This design comes from an exercise in tuning for small area on the open sky130 flow, not from production work. The RTL was checked by simulation tests, not by an equivalence proof against the original design. No activity file was given, so power comes from the tool's default toggle rates.

<file path="flow/run.sh">
#!/bin/bash
# synth_recipe.tcl (not shown) runs the flow's synth.tcl, then flattens the netlist and writes it again
# the make line also repeats each setting of config.mk as NAME=value (left out here)
make -C /OpenROAD-flow-scripts/flow DESIGN_CONFIG=/design/flow/config.mk WORK_HOME=/design/flow/orfs CLKGATE_MAP_FILE= SYNTH_SCRIPT=/design/flow/synth_recipe.tcl finish
</file>
<file path="flow/config.mk">
export PLATFORM = sky130hd
export DESIGN_NAME = game_top
export DESIGN_NICKNAME = game_top
export VERILOG_FILES = /design/flow/design.v
export SDC_FILE = /design/flow/constraint.sdc
export NUM_CORES = 4
export LEC_CHECK = 0
export CAP_MARGIN = 20
export CORE_MARGIN = 2
export CORE_UTILIZATION = 40
export SLEW_MARGIN = 20
</file>
<file path="flow/constraint.sdc">
create_clock -name core_clock -period 10.0 [get_ports {posclk}]
set_input_delay 2.0000 -clock core_clock [delete_from_list [all_inputs] [get_ports {posclk}]]
set_output_delay 2.0000 -clock core_clock [all_outputs]
set_load 0.01 [all_outputs]
</file>
<file path="flow/design.v">
`default_nettype none
package geom_pkg;
    typedef logic [10:0] xpos_t;                 
    typedef logic [9:0]  ypos_t;                 
    localparam int NUM_LAYERS = 5;               
    localparam int NUM_GAPS   = 3;               
    localparam int XMIN = 10;                    
    localparam int XMAX = 1268;                  
    localparam int YMIN = 10;                    
    localparam int YMAX = 789;                   
    localparam int BLOCK_W = 32;                 
    localparam int BLOCK_H = 32;                 
    localparam int LAYER_THICK = 25;             
    function automatic int layer_reset(input int l);
        case (l)
            0:       layer_reset = 150;
            1:       layer_reset = 320;
            2:       layer_reset = 500;
            3:       layer_reset = 660;
            default: layer_reset = 830;
        endcase
    endfunction
    function automatic int gap_left(input int g);
        case (g)
            0:       gap_left = 300;
            1:       gap_left = 900;
            default: gap_left = 580;
        endcase
    endfunction
    function automatic int gap_right(input int g);
        case (g)
            0:       gap_right = 450;
            1:       gap_right = 1200;
            default: gap_right = 800;
        endcase
    endfunction
    function automatic int layer_gap(input int l);
        case (l)
            0:       layer_gap = 0;
            1:       layer_gap = 1;
            2:       layer_gap = 2;
            3:       layer_gap = 0;
            default: layer_gap = 1;
        endcase
    endfunction
    function automatic int jump_gap(input int l);
        case (l)
            0:       jump_gap = 1;
            1:       jump_gap = 0;
            2:       jump_gap = 1;
            3:       jump_gap = 2;
            default: jump_gap = 0;
        endcase
    endfunction
    localparam int LAND_BELOW = 5;               
    localparam int LAND_ABOVE = 6;               
    localparam int JUMP_HIGH     = 200;          
    localparam int JUMP_LOW      = 100;          
    localparam int JUMP_LOW_LAST = 70;           
    localparam int STEP    = 9;                  
    localparam int GRAVITY = 7;                  
    localparam int RESPAWN_X = 700;              
    localparam int BLOCK_X0  = 140;              
    localparam int BLOCK_Y0  = 200;              
endpackage
`default_nettype wire
`default_nettype none
package game_pkg;
    typedef logic [2:0] diff_t;                  
    typedef logic [2:0] speed_t;                 
    typedef logic [5:0] count_t;                 
    localparam diff_t DIFF_SLOW = 3'b000;
    localparam diff_t DIFF_MID  = 3'b001;
    localparam diff_t DIFF_FAST = 3'b010;
    localparam diff_t DIFF_MAX  = 3'b100;
    localparam speed_t SPEED_SLOW    = 3'd1;
    localparam speed_t SPEED_MID     = 3'd2;
    localparam speed_t SPEED_FAST    = 3'd3;
    localparam speed_t SPEED_MAX     = 3'd4;
    localparam speed_t SPEED_DEFAULT = 3'd2;
    localparam int DEADLINE_LAYER_A = 1;         
    localparam int DEADLINE_LAYER_B = 3;         
    localparam int REMIND1_AT = 10;              
    localparam int REMIND2_AT = 5;               
    localparam int LOSE_AT    = 1;               
    localparam int NUM_ITEMS = 4;                
    function automatic int item_layer(input int i);
        case (i)
            0:       item_layer = 0;
            1:       item_layer = 2;
            2:       item_layer = 4;
            default: item_layer = 1;
        endcase
    endfunction
    function automatic int item_x0(input int i);
        case (i)
            0:       item_x0 = 100;
            1:       item_x0 = 900;
            2:       item_x0 = 150;
            default: item_x0 = 600;
        endcase
    endfunction
    function automatic int park_x(input int i);
        case (i)
            0:       park_x = 900;
            1:       park_x = 1100;
            2:       park_x = 900;
            default: park_x = 1100;
        endcase
    endfunction
    localparam int PARK_Y     = 900;             
    localparam int ITEM_LIFT  = 40;              
endpackage
`default_nettype wire
`timescale 1ns/1ps
`default_nettype none
module layer_scroller (
    input  logic                               posclk,         
    input  logic                               rst,            
    input  game_pkg::diff_t                    diff,           
    output logic [geom_pkg::NUM_LAYERS*10-1:0] top,            
    output logic                               deadline_wrap   
);
    game_pkg::speed_t                speed;   
    logic [geom_pkg::NUM_LAYERS-1:0] wrap;    
    always_comb begin
        case (diff)
            game_pkg::DIFF_SLOW: speed = game_pkg::SPEED_SLOW;
            game_pkg::DIFF_MID:  speed = game_pkg::SPEED_MID;
            game_pkg::DIFF_FAST: speed = game_pkg::SPEED_FAST;
            game_pkg::DIFF_MAX:  speed = game_pkg::SPEED_MAX;
            default:             speed = game_pkg::SPEED_DEFAULT;    
        endcase
    end
    always_comb begin
        for (int i = 0; i < geom_pkg::NUM_LAYERS; i++) begin
            wrap[i] = (int'(top[10*i +: 10]) + geom_pkg::LAYER_THICK) > geom_pkg::YMAX;
        end
    end
    assign deadline_wrap = wrap[game_pkg::DEADLINE_LAYER_A]
                         | wrap[game_pkg::DEADLINE_LAYER_B];
    always_ff @(posedge posclk) begin
        for (int i = 0; i < geom_pkg::NUM_LAYERS; i++) begin
            if (rst) begin
                top[10*i +: 10] <= geom_pkg::ypos_t'(geom_pkg::layer_reset(i));
            end else if (wrap[i]) begin
                top[10*i +: 10] <= geom_pkg::ypos_t'(geom_pkg::YMIN);         
            end else begin
                top[10*i +: 10] <= top[10*i +: 10] + geom_pkg::ypos_t'(speed);  
            end
        end
    end
endmodule
`default_nettype wire
`timescale 1ns/1ps
`default_nettype none
module deadline_timer #(
    parameter game_pkg::count_t DEADLINE_START = 6'd15    
) (
    input  logic             posclk,          
    input  logic             rst,             
    input  logic             start,           
    input  logic             deadline_wrap,   
    output game_pkg::count_t count,           
    output logic             reminder1,       
    output logic             reminder2,       
    output logic             lose             
);
    logic tick;   
    assign tick = deadline_wrap && start && (count != '0);    
    always_ff @(posedge posclk) begin
        if (rst) begin
            count     <= DEADLINE_START;
            reminder1 <= 1'b0;
            reminder2 <= 1'b0;
            lose      <= 1'b0;
        end else begin
            if (tick) begin
                count <= count - game_pkg::count_t'(1);
            end
            if (int'(count) <= game_pkg::REMIND1_AT) begin
                reminder1 <= 1'b1;
            end
            if (int'(count) <= game_pkg::REMIND2_AT) begin
                reminder2 <= 1'b1;
            end
            if (int'(count) <= game_pkg::LOSE_AT) begin
                lose <= 1'b1;
            end
        end
    end
endmodule
`default_nettype wire
`timescale 1ns/1ps
`default_nettype none
module player_motion (
    input  logic                               posclk,    
    input  logic                               rst,       
    input  logic                               left,      
    input  logic                               right,     
    input  logic                               down,      
    input  logic                               up,        
    input  logic [geom_pkg::NUM_LAYERS*10-1:0] top,       
    output geom_pkg::xpos_t                    block_x,   
    output geom_pkg::ypos_t                    block_y    
);
    localparam int JUMP_MARGIN = 5;    
    int   x_now;         
    int   y_now;
    int   bottom;        
    int   x_next;        
    int   y_next;
    int   layer_y;       
    int   gap;           
    int   jgap;          
    logic landed;        
    logic respawn;       
    always_comb begin
        x_now   = int'(block_x);
        y_now   = int'(block_y);
        bottom  = y_now + geom_pkg::BLOCK_H;
        x_next  = x_now;
        y_next  = y_now;
        layer_y = 0;
        gap     = 0;
        jgap    = 0;
        landed  = 1'b0;
        respawn = 1'b0;
        if (left) x_next = x_next - geom_pkg::STEP;
        if (right) x_next = x_next + geom_pkg::STEP;     
        if (down) y_next = y_next + geom_pkg::STEP;
        if (x_next < geom_pkg::XMIN) x_next = geom_pkg::XMIN;
        if (x_next > geom_pkg::XMAX - geom_pkg::BLOCK_W) begin
            x_next = geom_pkg::XMAX - geom_pkg::BLOCK_W;
        end
        if (y_next < geom_pkg::YMIN) y_next = geom_pkg::YMIN;
        if (bottom > geom_pkg::YMAX) begin
            respawn = 1'b1;
            x_next  = geom_pkg::RESPAWN_X;
            y_next  = geom_pkg::YMIN;
        end
        for (int l = 0; l < geom_pkg::NUM_LAYERS; l++) begin
            layer_y = int'(top[10*l +: 10]);
            gap     = geom_pkg::layer_gap(l);
            jgap    = geom_pkg::jump_gap(l);
            if (!landed
                && bottom >= layer_y - geom_pkg::LAND_BELOW
                && bottom < layer_y + geom_pkg::LAND_ABOVE
                && (x_now < geom_pkg::gap_left(gap)
                    || x_now + geom_pkg::BLOCK_W > geom_pkg::gap_right(gap))) begin
                landed = 1'b1;
                y_next = layer_y - geom_pkg::BLOCK_H;               
                if (up) begin
                    if (x_now + geom_pkg::BLOCK_W < geom_pkg::gap_right(jgap) + JUMP_MARGIN
                        && x_now > geom_pkg::gap_left(jgap) - JUMP_MARGIN) begin
                        y_next = y_now - geom_pkg::JUMP_HIGH;       
                    end else if (l == geom_pkg::NUM_LAYERS - 1) begin
                        y_next = y_now - geom_pkg::JUMP_LOW_LAST;
                    end else begin
                        y_next = y_now - geom_pkg::JUMP_LOW;        
                    end
                    if (y_next < geom_pkg::YMIN) y_next = geom_pkg::YMIN;
                end
            end
        end
        if (!landed && !respawn) begin
            y_next = y_next + geom_pkg::GRAVITY;
        end
    end
    always_ff @(posedge posclk) begin
        if (rst) begin
            block_x <= geom_pkg::xpos_t'(geom_pkg::BLOCK_X0);
            block_y <= geom_pkg::ypos_t'(geom_pkg::BLOCK_Y0);
        end else begin
            block_x <= geom_pkg::xpos_t'(x_next);
            block_y <= geom_pkg::ypos_t'(y_next);
        end
    end
endmodule
`default_nettype wire
`timescale 1ns/1ps
`default_nettype none
module item_collector #(
    parameter int ITEM_SIZE = 32    
) (
    input  logic                                posclk,     
    input  logic                                rst,        
    input  logic [geom_pkg::NUM_LAYERS*10-1:0]  top,        
    input  geom_pkg::xpos_t                     block_x,    
    input  geom_pkg::ypos_t                     block_y,    
    output logic [game_pkg::NUM_ITEMS*11-1:0]   item_x,     
    output logic [game_pkg::NUM_ITEMS*10-1:0]   item_y,     
    output logic [game_pkg::NUM_ITEMS-1:0]      collected,  
    output logic                                win         
);
    logic [game_pkg::NUM_ITEMS-1:0] hit;    
    always_comb begin
        for (int i = 0; i < game_pkg::NUM_ITEMS; i++) begin
            hit[i] = (int'(block_x) + geom_pkg::BLOCK_W > int'(item_x[11*i +: 11]))
                  && (int'(block_x) < int'(item_x[11*i +: 11]) + ITEM_SIZE)
                  && (int'(block_y) + geom_pkg::BLOCK_H > int'(item_y[10*i +: 10]))
                  && (int'(block_y) < int'(item_y[10*i +: 10]) + ITEM_SIZE);
        end
    end
    always_ff @(posedge posclk) begin
        for (int i = 0; i < game_pkg::NUM_ITEMS; i++) begin
            if (rst) begin
                collected[i]       <= 1'b0;
                item_x[11*i +: 11] <= geom_pkg::xpos_t'(game_pkg::item_x0(i));
                item_y[10*i +: 10] <= geom_pkg::ypos_t'(
                    geom_pkg::layer_reset(game_pkg::item_layer(i)) - game_pkg::ITEM_LIFT);
            end else if (!collected[i]) begin    
                if (hit[i]) begin
                    collected[i]       <= 1'b1;
                    item_x[11*i +: 11] <= geom_pkg::xpos_t'(game_pkg::park_x(i));
                    item_y[10*i +: 10] <= geom_pkg::ypos_t'(game_pkg::PARK_Y);
                end else if (int'(item_y[10*i +: 10]) + ITEM_SIZE > geom_pkg::YMAX) begin
                    item_y[10*i +: 10] <= geom_pkg::ypos_t'(geom_pkg::YMIN);   
                end else begin
                    item_y[10*i +: 10] <= top[10*game_pkg::item_layer(i) +: 10]
                                        - geom_pkg::ypos_t'(game_pkg::ITEM_LIFT);  
                end
            end
        end
    end
    assign win = &collected;
endmodule
`default_nettype wire
`timescale 1ns/1ps
`default_nettype none
module game_top #(
    parameter game_pkg::count_t DEADLINE_START = 6'd15,    
    parameter int               ITEM_SIZE      = 32        
) (
    input  logic                                posclk,      
    input  logic                                rst,         
    input  logic                                left,        
    input  logic                                right,
    input  logic                                down,
    input  logic                                up,
    input  logic                                start,       
    input  game_pkg::diff_t                     diff,        
    output geom_pkg::xpos_t                     block_x,     
    output geom_pkg::ypos_t                     block_y,
    output logic [geom_pkg::NUM_LAYERS*10-1:0]  layer_top,   
    output logic [game_pkg::NUM_ITEMS*11-1:0]   item_x,      
    output logic [game_pkg::NUM_ITEMS*10-1:0]   item_y,      
    output logic [game_pkg::NUM_ITEMS-1:0]      collected,
    output game_pkg::count_t                    count,       
    output logic                                reminder1,
    output logic                                reminder2,
    output logic                                lose,
    output logic                                win
);
    logic deadline_wrap;    
    layer_scroller layer_scroller_inst (
        .posclk        (posclk),
        .rst           (rst),
        .diff          (diff),
        .top           (layer_top),
        .deadline_wrap (deadline_wrap)
    );
    deadline_timer #(
        .DEADLINE_START (DEADLINE_START)
    ) deadline_timer_inst (
        .posclk        (posclk),
        .rst           (rst),
        .start         (start),
        .deadline_wrap (deadline_wrap),
        .count         (count),
        .reminder1     (reminder1),
        .reminder2     (reminder2),
        .lose          (lose)
    );
    player_motion player_motion_inst (
        .posclk  (posclk),
        .rst     (rst),
        .left    (left),
        .right   (right),
        .down    (down),
        .up      (up),
        .top     (layer_top),
        .block_x (block_x),
        .block_y (block_y)
    );
    item_collector #(
        .ITEM_SIZE (ITEM_SIZE)
    ) item_collector_inst (
        .posclk    (posclk),
        .rst       (rst),
        .top       (layer_top),
        .block_x   (block_x),
        .block_y   (block_y),
        .item_x    (item_x),
        .item_y    (item_y),
        .collected (collected),
        .win       (win)
    );
endmodule
`default_nettype wire
</file>
==> impl_metrics.tcl <==
set metrics [dict create \
    outcome "finished clean" \
    synth_top_area_share_pct 20.9 \
    layout.nets 2760 \
    h-tree-depth 4 \
    grt_pass1_wl_microns 105000 \
    postCtsHoldBufs 0 \
    worst_pin_slew_ns 1.06 \
    num_rows 77 \
    synth_top_family_by_area "compound AO/OA/AOI/OAI gates" \
    final_cells 3047 \
    synth-seq-cells 132 \
    netlist_area_sq_mm 0.0181 \
    hp-class "flip-flop to flip-flop" \
    worstSetupStartpointType "primary input" \
    gr-max-usage-layer "met2" \
    grt_util_all_layers_pct 29.1 \
    drive_above_1_share_pct 4.85 \
    clk_latency_ns 0.49 \
    cts_tree "yes" \
    n_fill_cell 4446 \
    synth_top_cell_by_area "ha_1" \
    grt_pass1_vias 17500 \
    regArea_sq_mm 0.00264 \
    dr.first_iter.drc_count 1455 \
    synth.most_common_cell "ha_1" \
    fin_area_sq_mm 0.0206 \
    drv_slew 0 \
    critPathMaxFanout 13 \
    die_h_microns 217 \
    viasPerCell 6.01 \
    hold_viol_final 0 \
    dpl_cell_area_sq_mm 0.0200 \
    crit_arrival_ns 7.69 \
    synth-async-reset-ratio_pct 0 \
    area_delta_synth_final_pct 13.9 \
    coreArea_sq_mm 0.0444 \
    synth-adder-area-share_pct 21.6 \
    finalWeightedCongestion 0.965 \
    start_util_pct 40.8 \
    critPathCaptureType "flip-flop" \
    ios 179 \
    drc 0 \
    p_per_area_mw_per_mm2 340 \
    multi_input_area_sq_mm 0.0143 \
    worstSetupPathType "primary input to flip-flop" \
    clock-sinks 132 \
    firstDrtPassIters 5 \
    grt_overflow_total 0 \
    fin_tns_setup_ns 0 \
    grt.met3_usage_pct 4.00 \
    synth.avg_cell_area_sq_um 7.69 \
    synth-compound-area-share_pct 24.2 \
    drt_wl_total_microns 69000 \
    antenna_cells 0 \
    syn_inst 2354 \
    synth_common_cells "ha_1, nand2_1, nor2_1, xnor2_1, dfxtp_1" \
    yosys_most_used_dff "dfxtp_1" \
    detail_route.wl_per_cell_microns 22.6 \
    synthMuxAreaShare_pct 1.55 \
    antenna_found_initial 0 \
    cts.path.max_buffers 2 \
    skew_ns 0.0119 \
    rsz0062_at_grt "false" \
    synthTopCellsByArea "ha_1, dfxtp_1, xnor2_1" \
    io_buffers 153 \
    synthSimpleGateAreaFrac_pct 20.0 \
    die_area_sq_mm 0.0470 \
    fp.dieW_microns 217 \
    ant_nets 0 \
    clk_pin_slew_worst_paths_ns 0.06 \
    grt_max_degree 60 \
    relSlewSlack_pct 29.2 \
    peakVddDrop_mv 0.180 \
    critPathRequiredTime_ns 10.37 \
    period_share_pct 73.1 \
    ys_types 101 \
    post-dp-hpwl_microns 51500 \
    root_buffer "clkbuf_16" \
    synth_warnings 4 \
    synth_xor_area_share_pct 11.0 \
    ys_seq_area_share_pct 14.6 \
    post_cts.repair.setup_buffers 0 \
    grt_util_met1_pct 38.4 \
    grt_use_met2_pct 47.6 \
    num_vias 18300 \
    synth_edf_count 0 \
    cellLeakagePower_nw 8.53 \
    ff2ff_setup_slack_ns 3.41 \
    setup_violations 0 \
    min_period_ns 7.31 \
    cts-buffers-inserted 17 \
    holdWs_ns 0.476 \
    cap_viol_max_count 0 \
    ctsResizeCount 0 \
    fmax_mhz 137 \
    dp.cells 3015 \
]
-- where the power goes --
| part | internal, W | switching, W | total (W) |
|---|---|---|---|
| registers | 0.000678 | 0.000367 | 0.00105 |
| clock network | 0.000368 | 0.000274 | 0.000642 |
| logic | 0.00214 | 0.00319 | 0.00532 |
| total | 0.00318 | 0.00383 | 0.00701 |
-- final timing paths --
check,from,to,cells after the start
worst max-delay path,left,player_motion_inst.block_x[7]$_SDFF_PP1_,22
worst min-delay path,deadline_timer_inst.lose$_SDFFE_PP0P_,deadline_timer_inst.lose$_SDFFE_PP0P_,2
worst max register to register,player_motion_inst.block_y[5]$_SDFF_PP0_,player_motion_inst.block_y[4]$_SDFF_PP0_,22
worst min register to register,deadline_timer_inst.lose$_SDFFE_PP0P_,deadline_timer_inst.lose$_SDFFE_PP0P_,2
-- cell families after synthesis --
| group | after synthesis |
|---|---|
| other cells | 2 |
| flops | 132 |
| fa+ha+maj | 309 |
| compound gates | 630 |
| xor+xnor | 228 |
| buf+inv | 287 |
| simple gates | 739 |
| mux | 27 |
-- cell usage in the layout, fill, tap and decap left out, drive strengths merged, types with 26 or more instances in the layout --
master,count
clkdlybuf4s50,152
nor4,29
xnor2,164
o211ai,27
a211oi,36
a21o,39
nand2b,26
nand3,89
nor3,66
xor2,64
a21oi,108
o21a,52
nand2,185
dfxtp,132
buf,44
o21ai,123
inv,137
ha,303
nor2b,45
nor2,185
-- cell type report --
cell class | count | share of cell area [%]
multi-input combinational | 1958 | 69.3
clock inverter | 10 | 0.473
inverter | 137 | 2.49
sequential | 132 | 12.8
clock buffer | 22 | 2.35
timing repair buffer | 196 | 8.97
tap | 592 | 3.59
-- state kept, by name (all words and copies together) (netlist names) --
| name | cells |
|---|---|
| deadline_timer_inst.reminder1 | 1 |
| layer_scroller_inst.top | 50 |
| deadline_timer_inst.lose | 1 |
| deadline_timer_inst.count | 6 |
| item_collector_inst.item_y | 40 |
| item_collector_inst.item_x | 8 |
| player_motion_inst.block_x | 11 |
| item_collector_inst.collected | 4 |
| deadline_timer_inst.reminder2 | 1 |
| player_motion_inst.block_y | 10 |
-- stage by stage --
step,utilization [%],power [W],setup slack (ns)
3_5_place_dp,45.1,0.00627,2.16
5_1_grt,46.4,0.00760,2.15
2_1_floorplan,-,0.00455,3.78
4_1_cts,46.4,0.00696,2.68
3_3_place_gp,45.1,0.00620,2.23
6_report,46.4,0.00701,2.69
-- worst max-delay path, stage by stage --
cell             delay [ns]
clkdlybuf4s50_1        0.74
nand2b_1               0.18
a2111oi_1              0.89
a21boi_1               0.25
o2111ai_1              0.17
nor2_1                 0.19
and2_1                 0.20
nand2_1                0.07
ha_1                   0.19
nor4_1                 0.34
nand2_1                0.09
a21oi_1                0.20
nor4b_1                0.25
ha_1                   0.36
nor2_1                 0.18
nand2_1                0.09
nor3_1                 0.15
a31oi_1                0.10
a2111oi_0              0.41
or4_1                  0.20
a21oi_1                0.08
a2111o_1               0.33
-- layer usage --
metal / vias up / share of wire [%]
met5: - / 0
met4: 0 / 3.4
met3: 105 / 6.2
met2: 662 / 46
met1: 8854 / 44
li1: 8699 / -

-- what the ideal ports hide --
The flow's constraints put no driver on any port. The routed layout listed below was extracted and timed again, unchanged, in two steps.
Step 1 assumes that a clkbuf_16 drives the clock port and a buf_2 every other input.
Step 2 also shifts input and output timing later by t, the mid clock arrival at the registers, as if the neighbouring blocks saw the same clock.
Slacks: ideal / step 1 / step 2; pairs: ideal / step 1.
shift t [ns]: 0.542
setup WS [ns]: 2.688 / 2.714 / 2.172
worst setup path after step 2: input to register
latest minus earliest clock arrival (ns): 0.012 / 0.012
After both steps this run still meets setup and hold. The setup slack of this run moves by +0.026 ns with the drivers and by -0.516 ns with both steps.
